This is an optimization exercise on Yosys and OpenROAD, whose aim is small area, a short achievable clock period and few clock cycles per item, not a production implementation.
Function was checked by simulation only, so behaviour that the tests miss may differ from the original.
No activity file was given, so power comes from the tool's default toggle rates.

$ cat design.v
`default_nettype none
package qstg_pkg;
    localparam int QUEUE_DEPTH = 16;
    localparam logic [15:0] RATE_RESET = 16'd44100;
    localparam logic [15:0] BIG_LIMIT = 16'd64000;
endpackage
`default_nettype wire
`default_nettype none
module qstg_sine_rom (
    input  logic      [7:0]  addr,
    output logic      [14:0] data
);
    always_comb
    begin
        case (addr)
            8'd0: data = 15'd0;
            8'd1: data = 15'd201;
            8'd2: data = 15'd402;
            8'd3: data = 15'd603;
            8'd4: data = 15'd804;
            8'd5: data = 15'd1005;
            8'd6: data = 15'd1206;
            8'd7: data = 15'd1407;
            8'd8: data = 15'd1608;
            8'd9: data = 15'd1809;
            8'd10: data = 15'd2009;
            8'd11: data = 15'd2210;
            8'd12: data = 15'd2411;
            8'd13: data = 15'd2611;
            8'd14: data = 15'd2811;
            8'd15: data = 15'd3012;
            8'd16: data = 15'd3212;
            8'd17: data = 15'd3412;
            8'd18: data = 15'd3612;
            8'd19: data = 15'd3812;
            8'd20: data = 15'd4011;
            8'd21: data = 15'd4211;
            8'd22: data = 15'd4410;
            8'd23: data = 15'd4609;
            8'd24: data = 15'd4808;
            8'd25: data = 15'd5007;
            8'd26: data = 15'd5205;
            8'd27: data = 15'd5404;
            8'd28: data = 15'd5602;
            8'd29: data = 15'd5800;
            8'd30: data = 15'd5998;
            8'd31: data = 15'd6195;
            8'd32: data = 15'd6393;
            8'd33: data = 15'd6590;
            8'd34: data = 15'd6787;
            8'd35: data = 15'd6983;
            8'd36: data = 15'd7180;
            8'd37: data = 15'd7376;
            8'd38: data = 15'd7571;
            8'd39: data = 15'd7767;
            8'd40: data = 15'd7962;
            8'd41: data = 15'd8157;
            8'd42: data = 15'd8351;
            8'd43: data = 15'd8546;
            8'd44: data = 15'd8740;
            8'd45: data = 15'd8933;
            8'd46: data = 15'd9127;
            8'd47: data = 15'd9319;
            8'd48: data = 15'd9512;
            8'd49: data = 15'd9704;
            8'd50: data = 15'd9896;
            8'd51: data = 15'd10088;
            8'd52: data = 15'd10279;
            8'd53: data = 15'd10469;
            8'd54: data = 15'd10660;
            8'd55: data = 15'd10850;
            8'd56: data = 15'd11039;
            8'd57: data = 15'd11228;
            8'd58: data = 15'd11417;
            8'd59: data = 15'd11605;
            8'd60: data = 15'd11793;
            8'd61: data = 15'd11980;
            8'd62: data = 15'd12167;
            8'd63: data = 15'd12354;
            8'd64: data = 15'd12540;
            8'd65: data = 15'd12725;
            8'd66: data = 15'd12910;
            8'd67: data = 15'd13095;
            8'd68: data = 15'd13279;
            8'd69: data = 15'd13463;
            8'd70: data = 15'd13646;
            8'd71: data = 15'd13828;
            8'd72: data = 15'd14010;
            8'd73: data = 15'd14192;
            8'd74: data = 15'd14373;
            8'd75: data = 15'd14553;
            8'd76: data = 15'd14733;
            8'd77: data = 15'd14912;
            8'd78: data = 15'd15091;
            8'd79: data = 15'd15269;
            8'd80: data = 15'd15447;
            8'd81: data = 15'd15624;
            8'd82: data = 15'd15800;
            8'd83: data = 15'd15976;
            8'd84: data = 15'd16151;
            8'd85: data = 15'd16326;
            8'd86: data = 15'd16500;
            8'd87: data = 15'd16673;
            8'd88: data = 15'd16846;
            8'd89: data = 15'd17018;
            8'd90: data = 15'd17190;
            8'd91: data = 15'd17361;
            8'd92: data = 15'd17531;
            8'd93: data = 15'd17700;
            8'd94: data = 15'd17869;
            8'd95: data = 15'd18037;
            8'd96: data = 15'd18205;
            8'd97: data = 15'd18372;
            8'd98: data = 15'd18538;
            8'd99: data = 15'd18703;
            8'd100: data = 15'd18868;
            8'd101: data = 15'd19032;
            8'd102: data = 15'd19195;
            8'd103: data = 15'd19358;
            8'd104: data = 15'd19520;
            8'd105: data = 15'd19681;
            8'd106: data = 15'd19841;
            8'd107: data = 15'd20001;
            8'd108: data = 15'd20160;
            8'd109: data = 15'd20318;
            8'd110: data = 15'd20475;
            8'd111: data = 15'd20632;
            8'd112: data = 15'd20788;
            8'd113: data = 15'd20943;
            8'd114: data = 15'd21097;
            8'd115: data = 15'd21251;
            8'd116: data = 15'd21403;
            8'd117: data = 15'd21555;
            8'd118: data = 15'd21706;
            8'd119: data = 15'd21856;
            8'd120: data = 15'd22006;
            8'd121: data = 15'd22154;
            8'd122: data = 15'd22302;
            8'd123: data = 15'd22449;
            8'd124: data = 15'd22595;
            8'd125: data = 15'd22740;
            8'd126: data = 15'd22884;
            8'd127: data = 15'd23028;
            8'd128: data = 15'd23170;
            8'd129: data = 15'd23312;
            8'd130: data = 15'd23453;
            8'd131: data = 15'd23593;
            8'd132: data = 15'd23732;
            8'd133: data = 15'd23870;
            8'd134: data = 15'd24008;
            8'd135: data = 15'd24144;
            8'd136: data = 15'd24279;
            8'd137: data = 15'd24414;
            8'd138: data = 15'd24548;
            8'd139: data = 15'd24680;
            8'd140: data = 15'd24812;
            8'd141: data = 15'd24943;
            8'd142: data = 15'd25073;
            8'd143: data = 15'd25202;
            8'd144: data = 15'd25330;
            8'd145: data = 15'd25457;
            8'd146: data = 15'd25583;
            8'd147: data = 15'd25708;
            8'd148: data = 15'd25833;
            8'd149: data = 15'd25956;
            8'd150: data = 15'd26078;
            8'd151: data = 15'd26199;
            8'd152: data = 15'd26320;
            8'd153: data = 15'd26439;
            8'd154: data = 15'd26557;
            8'd155: data = 15'd26674;
            8'd156: data = 15'd26791;
            8'd157: data = 15'd26906;
            8'd158: data = 15'd27020;
            8'd159: data = 15'd27133;
            8'd160: data = 15'd27246;
            8'd161: data = 15'd27357;
            8'd162: data = 15'd27467;
            8'd163: data = 15'd27576;
            8'd164: data = 15'd27684;
            8'd165: data = 15'd27791;
            8'd166: data = 15'd27897;
            8'd167: data = 15'd28002;
            8'd168: data = 15'd28106;
            8'd169: data = 15'd28209;
            8'd170: data = 15'd28311;
            8'd171: data = 15'd28411;
            8'd172: data = 15'd28511;
            8'd173: data = 15'd28610;
            8'd174: data = 15'd28707;
            8'd175: data = 15'd28803;
            8'd176: data = 15'd28899;
            8'd177: data = 15'd28993;
            8'd178: data = 15'd29086;
            8'd179: data = 15'd29178;
            8'd180: data = 15'd29269;
            8'd181: data = 15'd29359;
            8'd182: data = 15'd29448;
            8'd183: data = 15'd29535;
            8'd184: data = 15'd29622;
            8'd185: data = 15'd29707;
            8'd186: data = 15'd29792;
            8'd187: data = 15'd29875;
            8'd188: data = 15'd29957;
            8'd189: data = 15'd30038;
            8'd190: data = 15'd30118;
            8'd191: data = 15'd30196;
            8'd192: data = 15'd30274;
            8'd193: data = 15'd30350;
            8'd194: data = 15'd30425;
            8'd195: data = 15'd30499;
            8'd196: data = 15'd30572;
            8'd197: data = 15'd30644;
            8'd198: data = 15'd30715;
            8'd199: data = 15'd30784;
            8'd200: data = 15'd30853;
            8'd201: data = 15'd30920;
            8'd202: data = 15'd30986;
            8'd203: data = 15'd31050;
            8'd204: data = 15'd31114;
            8'd205: data = 15'd31177;
            8'd206: data = 15'd31238;
            8'd207: data = 15'd31298;
            8'd208: data = 15'd31357;
            8'd209: data = 15'd31415;
            8'd210: data = 15'd31471;
            8'd211: data = 15'd31527;
            8'd212: data = 15'd31581;
            8'd213: data = 15'd31634;
            8'd214: data = 15'd31686;
            8'd215: data = 15'd31737;
            8'd216: data = 15'd31786;
            8'd217: data = 15'd31834;
            8'd218: data = 15'd31881;
            8'd219: data = 15'd31927;
            8'd220: data = 15'd31972;
            8'd221: data = 15'd32015;
            8'd222: data = 15'd32058;
            8'd223: data = 15'd32099;
            8'd224: data = 15'd32138;
            8'd225: data = 15'd32177;
            8'd226: data = 15'd32214;
            8'd227: data = 15'd32251;
            8'd228: data = 15'd32286;
            8'd229: data = 15'd32319;
            8'd230: data = 15'd32352;
            8'd231: data = 15'd32383;
            8'd232: data = 15'd32413;
            8'd233: data = 15'd32442;
            8'd234: data = 15'd32470;
            8'd235: data = 15'd32496;
            8'd236: data = 15'd32522;
            8'd237: data = 15'd32546;
            8'd238: data = 15'd32568;
            8'd239: data = 15'd32590;
            8'd240: data = 15'd32610;
            8'd241: data = 15'd32629;
            8'd242: data = 15'd32647;
            8'd243: data = 15'd32664;
            8'd244: data = 15'd32679;
            8'd245: data = 15'd32693;
            8'd246: data = 15'd32706;
            8'd247: data = 15'd32718;
            8'd248: data = 15'd32729;
            8'd249: data = 15'd32738;
            8'd250: data = 15'd32746;
            8'd251: data = 15'd32753;
            8'd252: data = 15'd32758;
            8'd253: data = 15'd32762;
            8'd254: data = 15'd32766;
            8'd255: data = 15'd32767;
            default: data = 15'd0;
        endcase
    end
endmodule
`default_nettype wire
`default_nettype none
module qstg_divider (
    input  logic [15:0] rem_in,
    input  logic [31:0] dq_in,
    input  logic [15:0] divisor,
    input  logic [17:0] divisor3,
    output logic [15:0] rem_out,
    output logic [31:0] dq_out
);
    logic [17:0] rr;
    logic [18:0] d1;
    logic [18:0] d2;
    logic [18:0] d3;
    logic        s0;
    logic        s1;
    logic        s2;
    logic        s3;
    always_comb
    begin
        rr = {rem_in, dq_in[31:30]};
        d1 = {1'b0, rr} - {3'b000, divisor};
        d2 = {1'b0, rr} - {2'b00, divisor, 1'b0};
        d3 = {1'b0, rr} - {1'b0, divisor3};
        s3 = !d3[18];
        s2 = d3[18] && !d2[18];
        s1 = d2[18] && !d1[18];
        s0 = d1[18];
        rem_out = ({16{s3}} & d3[15:0]) | ({16{s2}} & d2[15:0]) |
                  ({16{s1}} & d1[15:0]) | ({16{s0}} & rr[15:0]);
        dq_out  = {dq_in[29:0], s3 | s2, s3 | s1};
    end
endmodule
`default_nettype wire
`default_nettype none
module qstg_datapath (
    input  logic        clk,
    input  logic        rst_n,
    input  logic        hold,
    input  logic        in_valid,
    input  logic [14:0] amp,
    input  logic [16:0] amp3,
    input  logic [15:0] entry,
    input  logic        neg,
    input  logic [6:0]  info,
    output logic        out_valid,
    output logic [22:0] out_data
);
    logic        v1;
    logic [14:0] amp1;
    logic [16:0] amp31;
    logic [15:0] entry1;
    logic        neg1;
    logic [6:0]  info1;
    logic        v2;
    logic [19:0] x2;
    logic [19:0] y2;
    logic [14:0] z2;
    logic        neg2;
    logic [6:0]  info2;
    logic [20:0] px;
    logic [19:0] py;
    logic [19:0] pz;
    logic [20:0] py_w;
    logic [20:0] pz_w;
    function automatic logic [16:0] pp(input logic [1:0] d, input logic [14:0] a,
                                       input logic [16:0] a3);
        logic [16:0] v;
        case (d)
            2'd0: v = 17'd0;
            2'd1: v = {2'b00, a};
            2'd2: v = {1'b0, a, 1'b0};
            default: v = a3;
        endcase
        pp = v;
    endfunction
    function automatic logic [20:0] sum3(input logic [16:0] r0, input logic [16:0] r1,
                                         input logic [16:0] r2);
        logic [20:0] a;
        logic [20:0] b;
        logic [20:0] c;
        logic [20:0] sv;
        logic [20:0] cv;
        a  = {4'd0, r0};
        b  = {2'd0, r1, 2'd0};
        c  = {r2, 4'd0};
        sv = a ^ b ^ c;
        cv = {((a[19:0] & b[19:0]) | (a[19:0] & c[19:0]) | (b[19:0] & c[19:0])), 1'b0};
        sum3 = sv + cv;
    endfunction
    logic [25:0] o1;
    logic [25:0] o2;
    logic [25:0] o3;
    logic [25:0] o4;
    logic [25:0] s1;
    logic [25:0] k1;
    logic [25:0] s2;
    logic [25:0] k2;
    logic [25:0] tot;
    always_comb
    begin
        px = sum3(pp(entry1[11:10], amp1, amp31), pp(entry1[13:12], amp1, amp31),
                  pp(entry1[15:14], amp1, amp31));
        py_w = sum3(pp(entry1[6:5], amp1, amp31), pp(entry1[8:7], amp1, amp31),
                    pp({1'b0, entry1[9]}, amp1, amp31));
        pz_w = sum3(pp(entry1[1:0], amp1, amp31), pp(entry1[3:2], amp1, amp31),
                    pp({1'b0, entry1[4]}, amp1, amp31));
        py = py_w[19:0];
        pz = pz_w[19:0];
        o1 = {{1{neg2}}, ({20{neg2}} ^ x2), {5{neg2}}};
        o2 = {{6{neg2}}, ({20{neg2}} ^ y2)};
        o3 = {{11{neg2}}, ({15{neg2}} ^ z2)};
        o4 = neg2 ? 26'd1026 : 26'd0;
        s1  = o1 ^ o2 ^ o3;
        k1  = {((o1[24:0] & o2[24:0]) | (o1[24:0] & o3[24:0]) | (o2[24:0] & o3[24:0])), 1'b0};
        s2  = s1 ^ k1 ^ o4;
        k2  = {((s1[24:0] & k1[24:0]) | (s1[24:0] & o4[24:0]) | (k1[24:0] & o4[24:0])), 1'b0};
        tot = s2 + k2;
    end
    always_ff @(posedge clk or negedge rst_n)
    begin
        if (!rst_n)
        begin
            v1 <= 1'b0;
            v2 <= 1'b0;
        end
        else if (!hold)
        begin
            v1 <= in_valid;
            v2 <= v1;
        end
    end
    always_ff @(posedge clk)
    begin
        if (!hold)
        begin
            amp1   <= amp;
            amp31  <= amp3;
            entry1 <= entry;
            neg1   <= neg;
            info1  <= info;
            x2     <= px[19:0];
            y2     <= py;
            z2     <= pz[19:5];
            neg2   <= neg1;
            info2  <= info1;
        end
    end
    assign out_valid = v2 && !hold;
    assign out_data  = {tot[25:10], info2};
endmodule
`default_nettype wire
`default_nettype none
module qstg_ctrl (
    input  logic        clk,
    input  logic        rst_n,
    input  logic        in_valid,
    input  logic [22:0] in_data,
    output logic        hold,
    output logic        hold_nx,
    output logic        result_valid,
    input  logic        result_stall,
    output logic [22:0] result
);
    logic        out_v;
    logic [22:0] out_d;
    logic        skid_v;
    logic [22:0] skid_d;
    logic        deq;
    assign deq = out_v && !result_stall;
    always_ff @(posedge clk or negedge rst_n)
    begin
        if (!rst_n)
        begin
            out_v  <= 1'b0;
            skid_v <= 1'b0;
        end
        else
        begin
            if (!out_v || deq)
            begin
                out_v  <= skid_v || in_valid;
                skid_v <= 1'b0;
            end
            else if (in_valid)
            begin
                skid_v <= 1'b1;
            end
        end
    end
    always_ff @(posedge clk)
    begin
        if (!out_v || deq)
        begin
            out_d <= skid_v ? skid_d : in_data;
        end
        if (in_valid)
        begin
            skid_d <= in_data;
        end
    end
    assign hold         = skid_v;
    assign hold_nx      = (!out_v || deq) ? 1'b0 : (in_valid || skid_v);
    assign result_valid = out_v;
    assign result       = out_d;
endmodule
`default_nettype wire
`default_nettype none
module queued_sine_tone_generator_core (
    input  logic                   clk,
    input  logic                   rst_n,
    input  logic                   cfg_write,
    input  logic      [15:0]       cfg_data,
    input  logic                   item_valid,
    output logic                   item_stall,
    input  logic      [47:0]       item,
    output logic                   result_valid,
    input  logic                   result_stall,
    output logic [22:0]            result
);
    localparam logic [15:0] RATE_RESET = qstg_pkg::RATE_RESET;
    localparam logic [15:0] BIG_LIMIT  = qstg_pkg::BIG_LIMIT;
    localparam logic [2:0] J_E3 = 3'd0;   
    localparam logic [2:0] J_E4 = 3'd1;   
    localparam logic [2:0] J_AB = 3'd2;   
    localparam logic [2:0] J_PH = 3'd3;   
    localparam logic [2:0] J_HD = 3'd4;   
    localparam logic [2:0] J_EN = 3'd5;   
    localparam logic [2:0] J_BG = 3'd6;   
    localparam logic [2:0] J_XL = 3'd7;   
    logic        v0;
    logic [47:0] it0;
    logic [1:0]  op0;
    logic [14:0] f0;
    logic [14:0] a0;
    logic [15:0] d0;
    logic        d0big;      
    assign op0 = it0[47:46];
    assign f0  = it0[45:31];
    assign a0  = it0[30:16];
    assign d0  = it0[15:0];
    logic [15:0] rate;
    logic [17:0] rate3;      
    logic        rz;         
    logic        rbig;       
    logic [9:0]  ab_a;       
    logic [9:0]  ab_b;
    logic [9:0]  thr;        
    logic        abv;
    logic        abw;        
    logic        cfg_d;      
    logic        clr_d;      
    logic [3:0]  hp;
    logic [3:0]  tp;
    logic [4:0]  used;
    logic        q_ne;       
    logic        full;       
    logic [22:0] dm;         
    logic [15:0] ee;
    logic        hinit;      
    logic [1:0]  hadv;       
    logic        hmode;      
    logic [9:0]  idx;
    logic [7:0]  nidx;       
    logic [15:0] r;          
    logic        pint;
    logic        prev;
    logic [9:0]  qf;
    logic [15:0] rf;
    logic [16*15-1:0] mf;
    logic [16*15-1:0] ma;
    logic [16*22-1:0] mc;
    logic [15:0]      mm;
    logic [15:0] rc;
    logic        ebusy;
    logic [2:0]  ejob;
    logic        emul;
    logic [4:0]  ecnt;
    logic        eh;
    logic [15:0] er;
    logic [31:0] dq;
    logic        ediv1000;
    logic        bigrdy;
    logic        phn;
    logic        cpend;
    logic        cstep;      
    logic [3:0]  cp;
    logic [4:0]  cleft;
    logic        hold;
    logic        conv_busy;
    assign conv_busy = ebusy && ((ejob == J_PH) || (ejob == J_HD) || (ejob == J_EN));
    logic [14:0] rd_f;
    logic [14:0] rd_a;
    logic [21:0] rd_c;
    logic        rd_m;
    always_comb
    begin
        rd_f = '0;
        rd_a = '0;
        rd_c = '0;
        rd_m = 1'b0;
        for (int i = 0; i < 16; i++)
        begin
            rd_f = rd_f | ({15{hp == 4'(i)}} & mf[i*15 +: 15]);
            rd_a = rd_a | ({15{hp == 4'(i)}} & ma[i*15 +: 15]);
            rd_c = rd_c | ({22{hp == 4'(i)}} & mc[i*22 +: 22]);
            rd_m = rd_m | ((hp == 4'(i)) & mm[i]);
        end
    end
    logic h_rdy;
    logic smp_blk;
    logic blk_all;
    logic big0;
    logic big_blk;
    logic go;
    logic is_enq;
    logic is_smp;
    logic is_clr;
    logic nzero;
    logic push;
    logic dropf;
    logic smp_do;
    logic stall_now;
    logic stall_r;
    logic hold_nx;
    assign h_rdy   = !hinit && (hadv == 2'd0);
    assign smp_blk = q_ne && (!h_rdy || (!rz && (!prev || pint)));
    assign blk_all = phn || cpend || !abv || conv_busy;
    assign big0    = rbig && d0big;
    assign big_blk = (op0 == 2'd0) && big0 && !bigrdy;
    assign go      = v0 && !hold && !blk_all && !((op0 == 2'd1) && smp_blk) && !big_blk;
    assign stall_now = v0 && !go;
    assign is_enq = go && (op0 == 2'd0);
    assign is_smp = go && (op0 == 2'd1);
    assign is_clr = go && (op0 == 2'd2);
    assign nzero  = rz || (d0 < {6'd0, thr});
    assign push   = is_enq && !nzero && !full;
    assign dropf  = is_enq && !nzero && full;
    assign smp_do = is_smp && q_ne;
    logic        cont;
    logic        pop;
    assign cont = !dm[22] && ((dm != 23'd0) || (ee == 16'd0));
    assign pop  = smp_do && !cont;
    logic [9:0]  h_a;
    logic [9:0]  h_b;
    logic [17:0] cs_s;
    logic [17:0] cs_k;
    logic [17:0] cs_t;
    logic        c2;
    logic [16:0] e_pl;
    logic [15:0] ee_nx;
    logic [22:0] dm_a;
    logic [22:0] dm_a1;
    logic [22:0] dm_nx;
    always_comb
    begin
        h_a   = hmode ? 10'd1 : ab_a;
        h_b   = hmode ? 10'd0 : ab_b;
        cs_s  = {2'b00, ee ^ {6'd0, ab_b} ^ ~rate};
        cs_k  = {1'b0, (ee & {6'd0, ab_b}) | (ee & ~rate) | ({6'd0, ab_b} & ~rate), 1'b1};
        cs_t  = cs_s + cs_k;
        c2    = !hmode && (cs_t[17] || cs_t[16]);
        e_pl  = {1'b0, ee} + {7'd0, h_b};
        ee_nx = c2 ? cs_t[15:0] : e_pl[15:0];
        dm_a  = dm - {13'd0, h_a};
        dm_a1 = dm - {13'd0, h_a} - 23'd1;
        dm_nx = c2 ? dm_a1 : dm_a;
    end
    logic [17:0] ps_s;
    logic [17:0] ps_k;
    logic [17:0] ps_t;
    logic        c1;
    logic [15:0] r_pl;
    logic [15:0] r2;
    logic [9:0]  idx_a;
    logic [9:0]  idx_a1;
    logic [7:0]  nidx_a;
    logic [7:0]  nidx_a1;
    always_comb
    begin
        ps_s    = {2'b00, r ^ rf ^ ~rate};
        ps_k    = {1'b0, (r & rf) | (r & ~rate) | (rf & ~rate), 1'b1};
        ps_t    = ps_s + ps_k;
        c1      = ps_t[17] || ps_t[16];
        r_pl    = r + rf;
        r2      = c1 ? ps_t[15:0] : r_pl;
        idx_a   = idx + qf;
        idx_a1  = idx + qf + 10'd1;
        nidx_a  = nidx - qf[7:0];
        nidx_a1 = nidx - qf[7:0] - 8'd1;
    end
    logic [7:0]  rom_addr;
    logic [14:0] rom_data;
    logic        peak;
    assign rom_addr = idx[8] ? nidx : idx[7:0];
    assign peak     = idx[8] && (idx[7:0] == 8'd0);
    qstg_sine_rom u_rom (
        .addr (rom_addr),
        .data (rom_data)
    );
    logic [4:0] used_nx;
    logic [4:0] used_p1;
    logic [4:0] used_m1;
    logic       u1;
    logic       u15;
    always_comb
    begin
        used_p1 = used + 5'd1;
        used_m1 = used - 5'd1;
        u1      = (used == 5'd1);
        u15     = (used == 5'd15);
        if (is_clr)
        begin
            used_nx = 5'd0;
        end
        else if (pop)
        begin
            used_nx = used_m1;
        end
        else if (push)
        begin
            used_nx = used_p1;
        end
        else
        begin
            used_nx = used;
        end
    end
    logic       v0_n;
    logic [1:0] op0_n;
    logic       d0big_n;
    logic       phn_n;
    logic       cpend_n;
    logic       abv_n;
    logic       convb_n;
    logic       q_ne_n;
    logic       hini_c;
    logic       hinit_n;
    logic       hadv_n;
    logic       rz_n;
    logic       prev_n;
    logic       pint_n;
    logic       rbig_n;
    logic       bigrdy_n;
    logic       smpb_n;
    logic       blka_n;
    logic       bigb_n;
    logic       go_n;
    logic       stall_nx;
    always_comb
    begin
        v0_n     = item_stall || item_valid;
        op0_n    = item_stall ? op0 : item[47:46];
        d0big_n  = item_stall ? d0big : (item[15:0] > BIG_LIMIT);
        phn_n    = st_ph ? 1'b0 :
                   ((cfg_write && !pint && !(ebusy && (ejob == J_PH)) &&
                     ((idx != 10'd0) || (r != 16'd0))) ? 1'b1 : phn);
        cpend_n  = (conv_skip && cstep && (cleft == 5'd0)) ? 1'b0 :
                   ((cfg_write && q_ne && !cpend) ? 1'b1 : cpend);
        abv_n    = cfg_write ? ((cfg_data > 16'd1000) || (cfg_data == 16'd0)) : (abw || abv);
        convb_n  = st_ph || st_hd || st_en || (conv_busy && !(fin_ph || fin_hd || fin_en));
        q_ne_n   = !is_clr && (push || (q_ne && !(pop && u1)));
        hini_c   = (push && !q_ne) || (pop && !u1);
        hinit_n  = !is_clr && hini_c;
        hadv_n   = !is_clr && !hini_c && (hinit || (hadv == 2'd2));
        rz_n     = cfg_write ? (cfg_data == 16'd0) : rz;
        prev_n   = (cfg_write || is_clr || pop) ? 1'b0 : (fin_e3 || prev);
        pint_n   = fin_ph ? 1'b1 : ((fin_e4 || (smp_do && rz)) ? 1'b0 : pint);
        rbig_n   = cfg_write ? (cfg_data > BIG_LIMIT) : rbig;
        bigrdy_n = fin_bg || (bigrdy && !is_enq);
        smpb_n   = q_ne_n && (hinit_n || hadv_n || (!rz_n && (!prev_n || pint_n)));
        blka_n   = phn_n || cpend_n || !abv_n || convb_n;
        bigb_n   = (op0_n == 2'd0) && rbig_n && d0big_n && !bigrdy_n;
        go_n     = v0_n && !hold_nx && !blka_n && !((op0_n == 2'd1) && smpb_n) && !bigb_n;
        stall_nx = v0_n && !go_n;
    end
    always_ff @(posedge clk or negedge rst_n)
    begin
        if (!rst_n)
        begin
            stall_r <= 1'b0;
        end
        else
        begin
            stall_r <= stall_nx;
        end
    end
    assign item_stall = stall_r;
    logic        eact;
    logic [15:0] div_d;
    logic [17:0] div_d3;
    logic [15:0] div_r;
    logic [31:0] div_dq;
    logic [17:0] mul_sum;
    assign eact   = ebusy;
    assign div_d  = (eact && ediv1000) ? 16'd1000 : rate;
    assign div_d3 = (eact && ediv1000) ? 18'd3000 : rate3;
    qstg_divider u_div (
        .rem_in   (eact ? er : {1'b0, item[45:31]}),
        .dq_in    (eact ? dq : 32'd0),
        .divisor  (div_d),
        .divisor3 (div_d3),
        .rem_out  (div_r),
        .dq_out   (div_dq)
    );
    assign mul_sum = {1'b0, eh, er} + (dq[0] ? {2'b00, rc} : 18'd0);
    logic last;
    logic fin_e3;
    logic fin_e4;
    logic fin_ab;
    logic fin_ph;
    logic fin_hd;
    logic fin_en;
    logic fin_bg;
    logic mul2div;
    logic cancel;
    logic cancel_d;
    logic ekeep;             
    assign last    = ebusy && (ecnt == 5'd1);
    assign cancel_d = ebusy && ((((ejob == J_E3) || (ejob == J_XL)) && (cfg_d || (clr_d && !ekeep))) ||
                                ((ejob == J_AB) && cfg_d));
    assign cancel   = cancel_d ||
                      (ebusy && ((((ejob == J_E3) || (ejob == J_XL)) && (cfg_write || is_clr)) ||
                                 ((ejob == J_AB) && cfg_write)));
    assign fin_e3  = last && !emul && (ejob == J_E3) && !cancel;
    assign fin_e4  = last && !emul && (ejob == J_E4);
    assign fin_ab  = last && !emul && (ejob == J_AB) && !cancel;
    assign fin_ph  = last && emul && (ejob == J_PH);
    assign mul2div = last && emul && (ejob != J_PH);
    assign fin_hd  = last && !emul && (ejob == J_HD);
    assign fin_en  = last && !emul && (ejob == J_EN);
    assign fin_bg  = last && !emul && (ejob == J_BG);
    logic        st_any;
    logic        st_ph;
    logic        hd_eng;
    logic        hd_set;
    logic        st_hd;
    logic        st_en;
    logic        conv_skip;
    logic        st_ab;
    logic        st_bg;
    logic        need_e4;
    logic        spec_e3;
    logic        need_e3;
    logic        st_e4;
    logic        st_e3;
    logic        st_xl;
    logic        pq_emp;
    logic        pspec;
    logic        st_pe3;
    logic        xl_go;
    logic [15:0] dx;
    logic        dx_s0;
    logic        dx_s2;
    assign st_any   = (!ebusy || cancel_d) && !bigrdy;
    assign st_ph    = st_any && phn;
    assign hd_eng   = !dm[22] && (dm != 23'd0);
    assign hd_set   = st_any && !phn && cpend && !cstep && q_ne && !rd_m && !hd_eng;
    assign st_hd    = st_any && !phn && cpend && !cstep && q_ne && !rd_m && hd_eng;
    assign st_en    = st_any && !phn && cpend && cstep && (cleft != 5'd0) && !rd_m;
    assign conv_skip = st_any && !phn && cpend && !st_hd && !st_en;
    assign st_ab    = st_any && !phn && !cpend && !abv;
    assign st_bg    = st_any && !phn && !cpend && abv && v0 && big_blk;
    assign need_e4  = v0 && (op0 == 2'd1) && q_ne && !rz && pint;
    assign spec_e3  = !prev && !q_ne && v0 && (op0 == 2'd0) && !nzero && !big0;
    assign need_e3  = !prev && q_ne && !rz;
    assign st_e4    = st_any && !phn && !cpend && abv && !st_bg && need_e4;
    assign st_e3    = st_any && !phn && !cpend && abv && !st_bg && !need_e4 && spec_e3;
    assign pq_emp   = (v0 && (op0 == 2'd2)) || (!q_ne && !(v0 && (op0 == 2'd0)));
    assign pspec    = item_valid && !item_stall && (item[47:46] == 2'd0) && !prev && !rz &&
                      !(item[15:0] < {6'd0, thr}) && !(rbig && (item[15:0] > BIG_LIMIT)) &&
                      ({1'b0, item[45:31]} < rate) && pq_emp;
    assign st_pe3   = st_any && !ebusy && !phn && !cpend && abv && !st_bg && !need_e4 && !spec_e3 && pspec;
    assign st_xl    = st_any && !phn && !cpend && abv && !st_bg && !need_e4 && need_e3 && !pspec;
    assign xl_go    = ebusy && (ejob == J_XL) && !cancel_d;
    assign dx    = xl_go ? er : (need_e4 ? r : {1'b0, f0});
    assign dx_s0 = (dx < rate);
    assign dx_s2 = ({2'b00, dx[15:2]} < rate);
    always_ff @(posedge clk or negedge rst_n)
    begin
        if (!rst_n)
        begin
            ebusy <= 1'b0;
        end
        else if (st_ph || st_hd || st_en || st_ab || st_bg || st_e4 || st_e3 || st_xl || st_pe3)
        begin
            ebusy <= 1'b1;
        end
        else if (cancel || fin_e3 || fin_e4 || fin_ab || fin_ph || fin_hd || fin_en || fin_bg)
        begin
            ebusy <= 1'b0;
        end
    end
    logic div_run;
    assign div_run = ebusy && !emul && (ejob != J_XL) && !cancel_d;
    always_ff @(posedge clk)
    begin
        if (div_run)
        begin
            ecnt <= ecnt - 5'd1;
            er   <= div_r;
            dq   <= div_dq;
        end
        else if (st_ph || st_hd || st_en || st_bg)
        begin
            emul <= 1'b1;
            ecnt <= 5'd16;
            eh   <= 1'b0;
            if (st_ph)
            begin
                ejob <= J_PH;
                er   <= r;
                dq   <= {16'd0, 6'd0, idx};
            end
            else if (st_hd)
            begin
                ejob <= J_HD;
                er   <= rc - ee;
                dq   <= {16'd0, dm[15:0] - 16'd1};
            end
            else if (st_en)
            begin
                ejob <= J_EN;
                er   <= 16'd0;
                dq   <= {16'd0, rd_c[15:0]};
            end
            else
            begin
                ejob <= J_BG;
                er   <= 16'd0;
                dq   <= {16'd0, d0};
            end
        end
        else if (st_ab)
        begin
            ejob     <= J_AB;
            emul     <= 1'b0;
            ediv1000 <= 1'b0;
            ecnt     <= 5'd5;
            er       <= 16'd0;
            dq       <= {10'd1000, 22'd0};
        end
        else if (st_xl)
        begin
            ejob <= J_XL;
            er   <= {1'b0, rd_f};
        end
        else if (st_pe3)
        begin
            ejob     <= J_E3;
            emul     <= 1'b0;
            ediv1000 <= 1'b0;
            ecnt     <= 5'd4;
            er       <= div_r;
            dq       <= div_dq;
        end
        else if (st_e4 || st_e3 || xl_go)
        begin
            ejob     <= st_e4 ? J_E4 : J_E3;
            emul     <= 1'b0;
            ediv1000 <= 1'b0;
            if (dx_s0)
            begin
                ecnt <= 5'd5;
                er   <= dx;
                dq   <= 32'd0;
            end
            else if (dx_s2)
            begin
                ecnt <= 5'd6;
                er   <= {2'b00, dx[15:2]};
                dq   <= {dx[1:0], 30'd0};
            end
            else
            begin
                ecnt <= 5'd14;
                er   <= 16'd0;
                dq   <= {2'b00, dx, 14'd0};
            end
        end
        else if (mul2div)
        begin
            emul     <= 1'b0;
            ediv1000 <= 1'b1;
            ecnt     <= 5'd16;
            er       <= 16'd0;
            dq       <= {mul_sum[16:1], mul_sum[0], dq[15:1]};
        end
        else if (ebusy && emul)
        begin
            ecnt     <= ecnt - 5'd1;
            {eh, er} <= mul_sum[17:1];
            dq[15:0] <= {mul_sum[0], dq[15:1]};
        end
    end
    always_ff @(posedge clk or negedge rst_n)
    begin
        if (!rst_n)
        begin
            ekeep <= 1'b0;
        end
        else
        begin
            ekeep <= st_pe3;
        end
    end
    logic [21:0] big_n;
    assign big_n = dq[22] ? 22'h3FFFFF : dq[21:0];
    always_ff @(posedge clk or negedge rst_n)
    begin
        if (!rst_n)
        begin
            bigrdy <= 1'b0;
        end
        else if (fin_bg)
        begin
            bigrdy <= 1'b1;
        end
        else if (is_enq)
        begin
            bigrdy <= 1'b0;
        end
    end
    always_ff @(posedge clk or negedge rst_n)
    begin
        if (!rst_n)
        begin
            rc <= RATE_RESET;
        end
        else if (!phn && !cpend && !conv_busy)
        begin
            rc <= rate;
        end
    end
    always_ff @(posedge clk or negedge rst_n)
    begin
        if (!rst_n)
        begin
            v0    <= 1'b0;
            rate  <= RATE_RESET;
            rz    <= 1'b0;
            rbig  <= 1'b0;
            ab_a  <= 10'd0;
            ab_b  <= 10'd1000;
            thr   <= 10'd1;
            abv   <= 1'b1;
            abw   <= 1'b0;
            cfg_d <= 1'b0;
            clr_d <= 1'b0;
            q_ne  <= 1'b0;
            full  <= 1'b0;
            hp    <= 4'd0;
            tp    <= 4'd0;
            used  <= 5'd0;
            hinit <= 1'b0;
            hadv  <= 2'd0;
            idx   <= 10'd0;
            nidx  <= 8'd0;
            r     <= 16'd0;
            pint  <= 1'b0;
            prev  <= 1'b0;
            phn   <= 1'b0;
            cpend <= 1'b0;
            cstep <= 1'b0;
            cp    <= 4'd0;
            cleft <= 5'd0;
        end
        else
        begin
            if (!item_stall)
            begin
                v0 <= item_valid;
            end
            if (cfg_write)
            begin
                rate <= cfg_data;
                rz   <= (cfg_data == 16'd0);
                rbig <= (cfg_data > BIG_LIMIT);
                if ((cfg_data > 16'd1000) || (cfg_data == 16'd0))
                begin
                    ab_a <= 10'd0;
                    ab_b <= 10'd1000;
                    abv  <= 1'b1;
                end
                else
                begin
                    abv <= 1'b0;
                end
                if (!pint && !(ebusy && (ejob == J_PH)) && ((idx != 10'd0) || (r != 16'd0)))
                begin
                    phn <= 1'b1;
                end
                if (q_ne && !cpend)
                begin
                    cpend <= 1'b1;
                    cstep <= 1'b0;
                end
            end
            else if (fin_ab)
            begin
                ab_a <= div_dq[9:0];
                ab_b <= div_r[9:0];
            end
            else if (abw)
            begin
                abv <= 1'b1;
            end
            abw   <= fin_ab && !cfg_write;
            cfg_d <= cfg_write;
            clr_d <= is_clr;
            thr <= ab_a + {9'd0, (ab_b != 10'd0)};
            q_ne <= !is_clr && (push || (q_ne && !(pop && u1)));
            full <= !is_clr && ((push && u15) || (full && !pop));
            if (is_clr)
            begin
                hp    <= 4'd0;
                tp    <= 4'd0;
                used  <= 5'd0;
                hinit <= 1'b0;
                hadv  <= 2'd0;
            end
            else
            begin
                if (push)
                begin
                    tp <= tp + 4'd1;
                end
                if (pop)
                begin
                    hp <= hp + 4'd1;
                end
                used <= used_nx;
                if ((push && !q_ne) || (pop && !u1))
                begin
                    hinit <= 1'b1;
                end
                else if (hinit)
                begin
                    hinit <= 1'b0;
                    hadv  <= 2'd2;
                end
                else if (hadv != 2'd0)
                begin
                    hadv <= hadv - 2'd1;
                end
            end
            if (st_ph)
            begin
                phn <= 1'b0;
            end
            if (conv_skip)
            begin
                if (!cstep)
                begin
                    cstep <= 1'b1;
                    cp    <= hp;
                    cleft <= used;
                end
                else if (cleft == 5'd0)
                begin
                    hp    <= cp;
                    cpend <= 1'b0;
                end
                else
                begin
                    hp    <= hp + 4'd1;
                    cleft <= cleft - 5'd1;
                end
            end
            if (fin_hd)
            begin
                cstep <= 1'b1;
                cp    <= hp;
                cleft <= used;
            end
            if (fin_en)
            begin
                hp    <= hp + 4'd1;
                cleft <= cleft - 5'd1;
            end
            if (smp_do)
            begin
                if (rz)
                begin
                    idx  <= 10'd0;
                    nidx <= 8'd0;
                    r    <= 16'd0;
                    pint <= 1'b0;
                end
                else
                begin
                    idx  <= c1 ? idx_a1 : idx_a;
                    nidx <= c1 ? nidx_a1 : nidx_a;
                    r    <= r2;
                end
            end
            if (fin_ph)
            begin
                r    <= {mul_sum[10:1], mul_sum[0], dq[15:11]};
                pint <= 1'b1;
            end
            if (fin_e4)
            begin
                idx  <= div_dq[9:0];
                nidx <= 8'd0 - div_dq[7:0];
                r    <= div_r;
                pint <= 1'b0;
            end
            if (cfg_write || is_clr || pop)
            begin
                prev <= 1'b0;
            end
            else if (fin_e3)
            begin
                prev <= 1'b1;
            end
        end
    end
    always_ff @(posedge clk)
    begin
        if (!item_stall)
        begin
            it0   <= item;
            d0big <= (item[15:0] > BIG_LIMIT);
        end
        if (fin_e3)
        begin
            qf <= div_dq[9:0];
            rf <= div_r;
        end
        if (hinit)
        begin
            dm    <= {1'b0, rd_c};
            ee    <= 16'd0;
            hmode <= rd_m;
        end
        else if ((hadv != 2'd0) || (smp_do && !pop))
        begin
            dm <= dm_nx;
            ee <= ee_nx;
        end
        else if (hd_set)
        begin
            dm    <= (!dm[22] && (ee == 16'd0)) ? 23'd0 : 23'h7FFFFF;
            ee    <= 16'd0;
            hmode <= 1'b1;
        end
        else if (fin_hd)
        begin
            dm    <= {1'b0, div_dq[21:0]};
            ee    <= 16'd0;
            hmode <= 1'b1;
        end
    end
    logic        wspec;
    logic [21:0] wc;
    logic        wm;
    assign wspec = v0 && (op0 == 2'd0) && !full && !cpend;
    assign wc    = cpend ? div_dq[21:0] : (big0 ? big_n : {6'd0, d0});
    assign wm    = cpend || big0;
    for (genvar i = 0; i < 16; i++)
    begin : g_q
        always_ff @(posedge clk)
        begin
            if (wspec && (tp == 4'(i)))
            begin
                mf[i*15 +: 15] <= f0;
                ma[i*15 +: 15] <= a0;
            end
            if ((wspec && (tp == 4'(i))) || (fin_en && (hp == 4'(i))))
            begin
                mc[i*22 +: 22] <= wc;
                mm[i]          <= wm;
            end
        end
    end
    always_ff @(posedge clk or negedge rst_n)
    begin
        if (!rst_n)
        begin
            rate3 <= 18'd132300;
        end
        else if (cfg_write)
        begin
            rate3 <= {1'b0, cfg_data, 1'b0} + {2'b00, cfg_data};
        end
    end
    logic        dp_valid;
    logic [22:0] dp_data;
    logic [14:0] dp_amp;
    assign dp_amp = (smp_do && !rz) ? rd_a : 15'd0;
    qstg_datapath u_dp (
        .clk       (clk),
        .rst_n     (rst_n),
        .hold      (hold),
        .in_valid  (go),
        .amp       (dp_amp),
        .amp3      ({1'b0, dp_amp, 1'b0} + {2'b00, dp_amp}),
        .entry     (peak ? 16'h8000 : {1'b0, rom_data}),
        .neg       (idx[9]),
        .info      ({smp_do, dropf, used_nx}),
        .out_valid (dp_valid),
        .out_data  (dp_data)
    );
    qstg_ctrl u_out (
        .clk          (clk),
        .rst_n        (rst_n),
        .in_valid     (dp_valid),
        .in_data      (dp_data),
        .hold         (hold),
        .hold_nx      (hold_nx),
        .result_valid (result_valid),
        .result_stall (result_stall),
        .result       (result)
    );
endmodule
`default_nettype wire
$ cat flow/run.sh
#!/bin/bash
set -o pipefail
{ echo "== standard.sh"; cat standard.sh; echo "== config.mk"; cat config.mk; echo "== constraint.sdc"; cat constraint.sdc; } > flow_info.log 2>&1
export SETUP_SLACK_MARGIN=5.5
bash standard.sh > standard.log 2>&1
$ cat standard.sh
#!/bin/bash
# synth_recipe.tcl (not shown) runs the flow's synth.tcl, then flattens the netlist and writes it again
# the make line also repeats each setting of config.mk as NAME=value (left out here)
make -C /OpenROAD-flow-scripts/flow DESIGN_CONFIG=/design/flow/config.mk WORK_HOME=/design/flow/orfs CLKGATE_MAP_FILE= SYNTH_SCRIPT=/design/flow/synth_recipe.tcl "${@:-finish}"
$ cat config.mk
export PLATFORM = sky130hd
export DESIGN_NAME = queued_sine_tone_generator_core
export DESIGN_NICKNAME = queued_sine_tone_generator_core
export VERILOG_FILES = /design/flow/design.v
export SDC_FILE = /design/flow/constraint.sdc
export NUM_CORES = 4
export LEC_CHECK = 0
export CAP_MARGIN = 20
export CORE_MARGIN = 2
export CORE_UTILIZATION = 60
export CTS_BUF_LIST = sky130_fd_sc_hd__clkbuf_8
export SLEW_MARGIN = 20
$ cat constraint.sdc
create_clock -name core_clock -period 10.0 [get_ports {clk}]
set_input_delay 2.0000 -clock core_clock [delete_from_list [all_inputs] [get_ports {clk}]]
set_output_delay 2.0000 -clock core_clock [all_outputs]
set_load 0.01 [all_outputs]
==> results of run 1 <==
flip-flops by register name (all words and copies together) (netlist names), 14 cells and up:
register and cells:
u_dp.entry1 16, r 16, u_out.out_d 23, mm 16
mc 352, it0 48, er 16, u_dp.y2 20
rf 16, dq 32, mf 240, rc 16
u_dp.z2 15, ee 16, ma 240, dm 23
rate3 18, u_dp.amp31 17, u_dp.amp1 14, u_dp.x2 20
rate 15, u_out.skid_d 23
cell usage after synthesis (92+ instances only):
| library cell | number | area share |
|---|---|---|
| mux2_2 | 163 | 0.024 |
| nor2_1 | 461 | 0.023 |
| dfrtp_1 | 134 | 0.044 |
| a22o_1 | 177 | 0.020 |
| nand3_1 | 138 | 0.0090 |
| o21ai_0 | 367 | 0.024 |
| a221oi_1 | 159 | 0.018 |
| a22oi_1 | 244 | 0.024 |
| inv_1 | 332 | 0.016 |
| edfxtp_1 | 1168 | 0.46 |
| nand2_1 | 485 | 0.024 |
| nor3_1 | 144 | 0.0094 |
| clkbuf_1 | 333 | 0.016 |
| fa_1 | 92 | 0.024 |
| ha_1 | 427 | 0.070 |
| a21oi_1 | 336 | 0.022 |
| xnor2_1 | 243 | 0.028 |
power by group through the flow:
stage | combinational, W | clock, W | sequential, W
after floorplan | 0.00808 | 0 | 0.00768
after global placement | 0.0118 | 0 | 0.00815
after detailed placement | 0.0119 | 0 | 0.00815
after CTS | 0.0128 | 0.00474 | 0.00798
after global routing | 0.0147 | 0.00497 | 0.00805
final | 0.0140 | 0.00473 | 0.00803
metrics by stage:
step | util | instance area, um^2 | instances | hold WS (ns) | total power, W
3_3_place_gp | 0.631 | 80300 | 8371 | 0.402 | 0.0199
4_1_cts | 0.680 | 86500 | 8882 | 0.412 | 0.0255
6_report | 0.694 | 88300 | 9000 | 0.410 | 0.0267
3_5_place_dp | 0.631 | 80300 | 8372 | 0.410 | 0.0200
5_1_grt | 0.694 | 88300 | 8995 | 0.421 | 0.0277
2_1_floorplan | - | 77400 | 6842 | 0.400 | 0.0158
cell usage in the layout, fill, tap and decap left out, types with 233 or more instances in the layout:
cell / Yosys / routed
a21oi_1: 336 / 308
a22oi_1: 244 / 233
buf_4: 0 / 323
edfxtp_1: 1168 / 1168
ha_1: 427 / 393
inv_1: 332 / 383
nand2_1: 485 / 471
nor2_1: 461 / 434
o21ai_0: 367 / 329
xnor2_1: 243 / 241
worst paths after layout:
path | endpoint | startpoint | slack (ns)
min in group asynchronous | r[1] | rst_n | 0.99
max in group asynchronous | rate3[0] | rst_n | 7.73
worst max register to register | u_dp.amp31[6] | hp[0] | 5.37
worst min-delay path | u_dp.neg2 | u_dp.neg1 | 0.41
worst min register to register | u_dp.neg2 | u_dp.neg1 | 0.41
worst max-delay path | u_dp.amp31[6] | hp[0] | 5.37
timing repair:
| action | CTS | global route |
|---|---|---|
| setup endpoints to repair | 324 | 240 |
| pin swaps | 34 | 76 |
| hold endpoints to repair | 0 | 0 |
| resized for setup | 215 | 190 |
| cloned | 7 | 10 |
| setup buffers | 106 | 100 |
per-layer routing:
| metal | part of all wire | track usage |
|---|---|---|
| met5 | 0.00025 | 0 |
| met4 | 0.068 | 0.238 |
| met3 | 0.12 | 0.102 |
| met2 | 0.45 | 0.640 |
| met1 | 0.36 | 0.533 |
layout make-up:
type	instances	share of cell area
antenna	8	0.000227
tap	1662	0.0235
multi-input combinational	4782	0.417
timing repair buffer	469	0.0492
clock buffer	224	0.0349
sequential	1346	0.447
clock inverter	173	0.0135
inverter	336	0.0147
cell families (layout without fill, tap and decap cells):
logic type | count (synthesis) | in the layout
compound gates | 2014 | 2015
simple gates | 1710 | 1715
flops | 1346 | 1346
buf+inv | 720 | 1202
fa+ha+maj | 519 | 519
xor+xnor | 331 | 331
mux | 202 | 202
other cells | 0 | 8
worst max-delay path, stage by stage (launching register included):
cell,delay (ns)
dfrtp_2,0.45
inv_4,0.07
ha_1,0.21
buf_6,0.16
and3_4,0.22
buf_12,0.17
a22oi_1,0.14
nand4_1,0.33
o21ai_2,0.33
inv_2,0.08
buf_4,0.14
ha_1,0.29
a21o_1,0.14
a21oi_2,0.07
o21ai_2,0.17
a21oi_2,0.11
buf_4,0.15
buf_4,0.13
buf_4,0.13
buf_4,0.13
buf_4,0.12
buf_4,0.11
buf_4,0.12
buf_4,0.13
buf_4,0.13
xnor2_1,0.12
==> qor.txt, run 1 <==
Status: complete, no violations
Fin nets: 7735
Clock sink count: 1346
Vias: 62833
Async SR Flop Fraction: 0.119
Internal power: 0.0147 W
Final Hold Fails: 0
Max-slew violations: 0
VDD IR max: 0.000249 V
Routed Antenna Nets: 0
Starting Density: 0.603
Comb pwr share: 0.523
Clock Latency Late Sink: 1.03 ns
Skew final: 0.109 ns
Share of layout cells above drive strength 1: 0.169
Mapped Cells: 6842
Vias in the first global route: 59816
Arrival @ worst endpoint: 5.35 ns
CP startpoint kind: flip-flop
Min-Delay Path Depth: 0
Syn nets: 7430
Max_cap viols: 0
Drt pass-1 iters: 6
Fin crit share: 0.463
Multi-input gate area: 36800 um^2
Largest net degree at the start of global routing: 76
Post-route minimum period: 4.63 ns
CTS H-tree lvls: 4
# hold bufs at CTS: 0
Sum of net half-perimeters after detailed placement: 184000 um
CP max FO: 13
Crit. End Element: flip-flop
Post-Synth Simple-Gate Area: 0.106
Critical Path RT: 10.71 ns
Setup violators final: 0
Row count: 131
Setup tns final: 0 ns
Routed via count divided by cell count: 6.98
Top FF cell, synth: edfxtp_1
CTS Root Cell: clkbuf_8
Register area share after synthesis: 0.514
Actual slew at the worst max-slew pin: 1.20 ns
P_leak: 33.8 nW
First-pass GRT wire length: 397000 um
Storage element area: 39500 um^2
Port-buffer cells: 93
Ports: 94
Synthesized cell area: 76800 um^2
Max clock buf depth: 3
Pre-CTS setup slack: 3.31 ns
Kind of critical path: reg2reg
WL/cell: 31.0 um
Worst-case reg-to-reg path depth: 25
Worst slew margin: 0.190
Avg Cell Area, Syn: 11.2 um^2
Psw: 0.0120 W
Die Footprint: 131000 um^2
Reg power frac: 0.301
Filler cells: 9149
Complex-gate fraction of the synthesized area: 0.183
# DRC: 0
Number of synthesized flops with an enable pin: 1168
Synth Area in Adders: 0.0936
Core area: 127000 um^2
Largest family of logic cells by synthesized area: compound AO/OA/AOI/OAI gates
GP Congestion: 1.05
Pwr dens: 303 nW/um^2
WL final: 279000 um
RSZ-0062 raised after global routing: true
Area growth syn-to-layout: 15.1%
Yosys Warn Count: 5
Synth Register Bits: 1346
Sw Ratio: 0.450
GRT overflow: 0
Initial antenna violation count: 10
TritonCTS buffer count: 212
Die Ht: 362 um
Total track usage: 0.413
Final worst slack: 5.37 ns
Clock slew at reported path FFs: 0.08 ns
Hold Crit Class: reg2reg
Die width: 362 um
Yosys cell types: 102
Proportion of synthesized area in mux cells: 0.0292
Highest Clock Rate: 216 MHz
Initial DRC Count: 8815
Synth Area in XOR/XNOR: 0.0378
CTS tree: yes
Clock power frac: 0.177
Testbench counts, summed over its fixed seeds: cycles 2,245, items 2,048.
==> run 2: changes to the inputs <==
--- a/config.mk
+++ b/config.mk
@@ -9,3 +9,3 @@
 export CORE_MARGIN = 2
-export CORE_UTILIZATION = 60
+export CORE_UTILIZATION = 55
 export CTS_BUF_LIST = sky130_fd_sc_hd__clkbuf_8
==> qor.txt, run 2 <==
Clock slew at reported path FFs: 0.07 ns (about the same)
Largest regs: mc (352), ma (240), mf (240)
Synthesized cell area: 76800 um^2 (unchanged)
Synth Register Bits: 1346 (unchanged)
Routed via count divided by cell count: 6.76 (-3.2%)
Routed Antenna Nets: 0 (unchanged)
Reg power frac: 0.301 (about the same)
Psw: 0.0121 W (+0.46%)
Initial antenna violation count: 14 (+4)
Ports: 94 (unchanged)
Top-area cell type share of the netlist area: 0.457 (unchanged)
Kind of critical path: in2reg
Top-count cell post-synth: edfxtp_1
Starting Density: 0.552 (-0.0513)
Fin crit share: 0.452 (-0.0115)
Top cells by instance count after synthesis: edfxtp_1 (1168), nand2_1 (485), nor2_1 (461)
Worst slew margin: 0.0828 (-0.107)
Internal power: 0.0147 W (-0.40%)
Core area: 139000 um^2 (+9.3%)
GRT overflow: 0 (unchanged)
Critical Path RT: 10.74 ns (+0.03 ns)
Largest net degree at the start of global routing: 99 (+30%)
Most frequent cells in the layout: edfxtp_1 (1168), nand2_1 (471), nor2_1 (437)
Initial DRC Count: 7347 (-17%)
First-pass GRT wire length: 399000 um (+0.49%)
Register area share after synthesis: 0.514 (unchanged)
RSZ-0062 raised after global routing: true
Crit. End Element: flip-flop
Fin nets: 7702 (-0.43%)
P_leak: 33.7 nW (-0.33%)
Max_cap viols: 0 (unchanged)
CTS H-tree lvls: 4 (unchanged)
Status: complete, no violations
Final Hold Fails: 0 (unchanged)
VDD IR max: 0.000225 V (-9.6%)
Highest Clock Rate: 221 MHz (+2.5%)
Sw Ratio: 0.452 (+0.00212)
Row count: 137 (+4.6%)
Yosys Warn Count: 5 (unchanged)
Largest Register: mc
Dominant cell type by area after synthesis: edfxtp_1
Clock sink count: 1346 (unchanged)
TritonCTS buffer count: 217 (+2.4%)
Actual slew at the worst max-slew pin: 1.38 ns (+0.172 ns)
Area growth syn-to-layout: 15.1% (about the same)
Top FF cell, synth: edfxtp_1
Final core utilization: 0.636 (-0.0588)
Largest cells by area after synthesis: edfxtp_1 (46%), ha_1 (7.0%), dfrtp_1 (4.4%)
Storage element area: 39500 um^2 (about the same)
Die width: 378 um (+4.4%)
Setup violators final: 0 (unchanged)
Avg Cell Area, Syn: 11.2 um^2 (unchanged)
Drt pass-1 iters: 7 (+1)
CP max FO: 5 (-8)
Most common library cell in the layout ignoring fill and taps: edfxtp_1
Clock power frac: 0.177 (about the same)
Syn nets: 7430 (unchanged)
Arrival @ worst endpoint: 5.26 ns (-0.09 ns)
GP Congestion: 1.01 (-3.6%)
Port-buffer cells: 93 (unchanged)
Skew final: 0.110 ns (+0.000326 ns)
Filler cells: 10971 (+20%)
Die Footprint: 143000 um^2 (+9.0%)
Setup tns final: 0 ns (unchanged)
CP startpoint kind: primary input
Pwr dens: 302 nW/um^2 (about the same)
Max clock buf depth: 3 (unchanged)
CTS Root Cell: clkbuf_8
Share of layout cells above drive strength 1: 0.165 (-0.00426)
Number of synthesized flops with an enable pin: 1168 (unchanged)
Clock Latency Late Sink: 1.04 ns (about the same)
Vias in the first global route: 58368 (-2.4%)
Total track usage: 0.384 (-0.0293)
Yosys cell types: 102 (unchanged)
Vias: 62001 (-1.3%)
Sum of net half-perimeters after detailed placement: 186000 um (+0.78%)
Post-route minimum period: 4.52 ns (-0.115 ns)
Multi-input gate area: 36800 um^2 (about the same)
# DRC: 0 (unchanged)
# hold bufs at CTS: 0 (unchanged)
Hold Crit Class: reg2reg
Async SR Flop Fraction: 0.119 (unchanged)
Comb pwr share: 0.522 (about the same)
Die Ht: 378 um (+4.4%)
WL final: 281000 um (+0.81%)
Max-slew violations: 0 (unchanged)
CTS tree: yes
Mapped Cells: 6842 (unchanged)
WL/cell: 30.6 um (-1.1%)
Max FFs per register: 352 (unchanged)
==> run 2: worst max-delay path, stage by stage <==
cell,delay [ns]
clkdlybuf4s50_1,0.49
mux2_4,0.36
ha_4,0.31
and2_4,0.16
o31ai_2,0.06
buf_4,0.15
a211o_1,0.29
a21oi_4,0.26
buf_4,0.16
a21oi_2,0.08
a222oi_1,0.39
nand2_2,0.20
a31oi_1,0.20
o221ai_1,0.15
==> run 2: routing by layer <==
layer	up-vias	global-route usage	part of all wire
met5	-	0	0.00016
met4	6	0.200	0.058
met3	747	0.0728	0.10
met2	3679	0.585	0.44
met1	30808	0.524	0.40
li1	26761	-	-
==> run 2: final cells by class <==
class                      instances  area share
sequential                      1346       0.447
multi-input combinational       4784       0.416
timing repair buffer             429      0.0456
clock buffer                     235      0.0366
tap                             1876      0.0266
inverter                         336      0.0147
clock inverter                   153      0.0127
antenna                           13    0.000368
==> run 2: final timing paths <==
kind                           start   endpoint  slack [ns]  cells past startpoint
max reg2reg                   it0[7]      er[3]        5.49                     10
max in group asynchronous      rst_n      hp[2]        7.24                      2
min reg2reg                u_dp.neg1  u_dp.neg2        0.42                      0
min in group asynchronous      rst_n    rate[3]        1.04                      1
max                         item[37]      er[3]        5.48                     14
min                        u_dp.neg1  u_dp.neg2        0.42                      0
==> run 2: per-stage QoR <==
step / setup slack [ns] / total power, W / cell area (um^2) / instances / hold WS, ns
floorplan: 5.25 / 0.0158 / 77400 / 6842 / 0.400
global placement: 3.78 / 0.0201 / 80500 / 8584 / 0.404
detailed placement: 3.75 / 0.0202 / 80500 / 8584 / 0.407
CTS: 5.36 / 0.0256 / 86300 / 9033 / 0.422
global route: 5.41 / 0.0278 / 88300 / 9166 / 0.429
finish: 5.48 / 0.0267 / 88400 / 9172 / 0.423
==> run 2: power groups by stage <==
stage	Combinational (W)	Sequential (W)	Clock (W)
global route	0.0147	0.00806	0.00502
global placement	0.0119	0.00818	0
CTS	0.0128	0.00802	0.00478
floorplan	0.00808	0.00768	0
finish	0.0139	0.00804	0.00474
detailed placement	0.0120	0.00819	0
==> run 2: logic make-up (layout without fill, tap and decap cells) <==
| logic type | after synthesis | in the layout | share of synthesized area |
|---|---|---|---|
| AO/OA/AOI/OAI | 2014 | 2016 | 0.183 |
| XOR/XNOR | 331 | 331 | 0.0378 |
| adder cells (fa/ha/maj) | 519 | 519 | 0.0936 |
| buffers and inverters | 720 | 1153 | 0.0357 |
| flip-flops | 1346 | 1346 | 0.514 |
| multiplexers | 202 | 202 | 0.0292 |
| other | 0 | 13 | 0 |
| AND/OR/NAND/NOR | 1710 | 1716 | 0.106 |
==> run 2: timing repair <==
action / in CTS / in global routing
endpoints found under the setup margin: 325 / 233
gates resized for setup: 224 / 204
setup buffers: 52 / 118
pin swaps: 31 / 72
gates cloned: 9 / 8

## port drivers added, routing unchanged
Ports are ideal in the flow. The routed layouts listed here were re-timed in OpenROAD.
Step 1 (the two cells are an assumption about what drives the block):
set clk [get_ports {clk}]
set_driving_cell -lib_cell sky130_fd_sc_hd__clkbuf_16 $clk
set_driving_cell -lib_cell sky130_fd_sc_hd__buf_2 [delete_from_list [all_inputs] $clk]
Step 2 moves the port delays by t, midway between the first and last clock arrival at a register: inputs arrive t later, outputs are due t later. That takes back most of the time a late clock gives input paths.
Slacks: ideal / step 1 / step 2; pairs: ideal / step 1.
| run | t (ns) | setup slack, ns | clock arrival spread, ns | worst data-port slew with drivers (ns) |
|---|---|---|---|---|
| run 1 | 1.050 | 5.366 / 5.366 / 4.385 | 0.122 / 0.122 | 0.16 |
| run 2 | 1.079 | 5.480 / 5.463 / 4.455 | 0.110 / 0.110 | 0.23 |
After both steps every run listed still meets setup and hold. For run 2, which loses most, drivers alone change the setup slack by -0.017 ns; drivers and shift together by -1.025 ns.
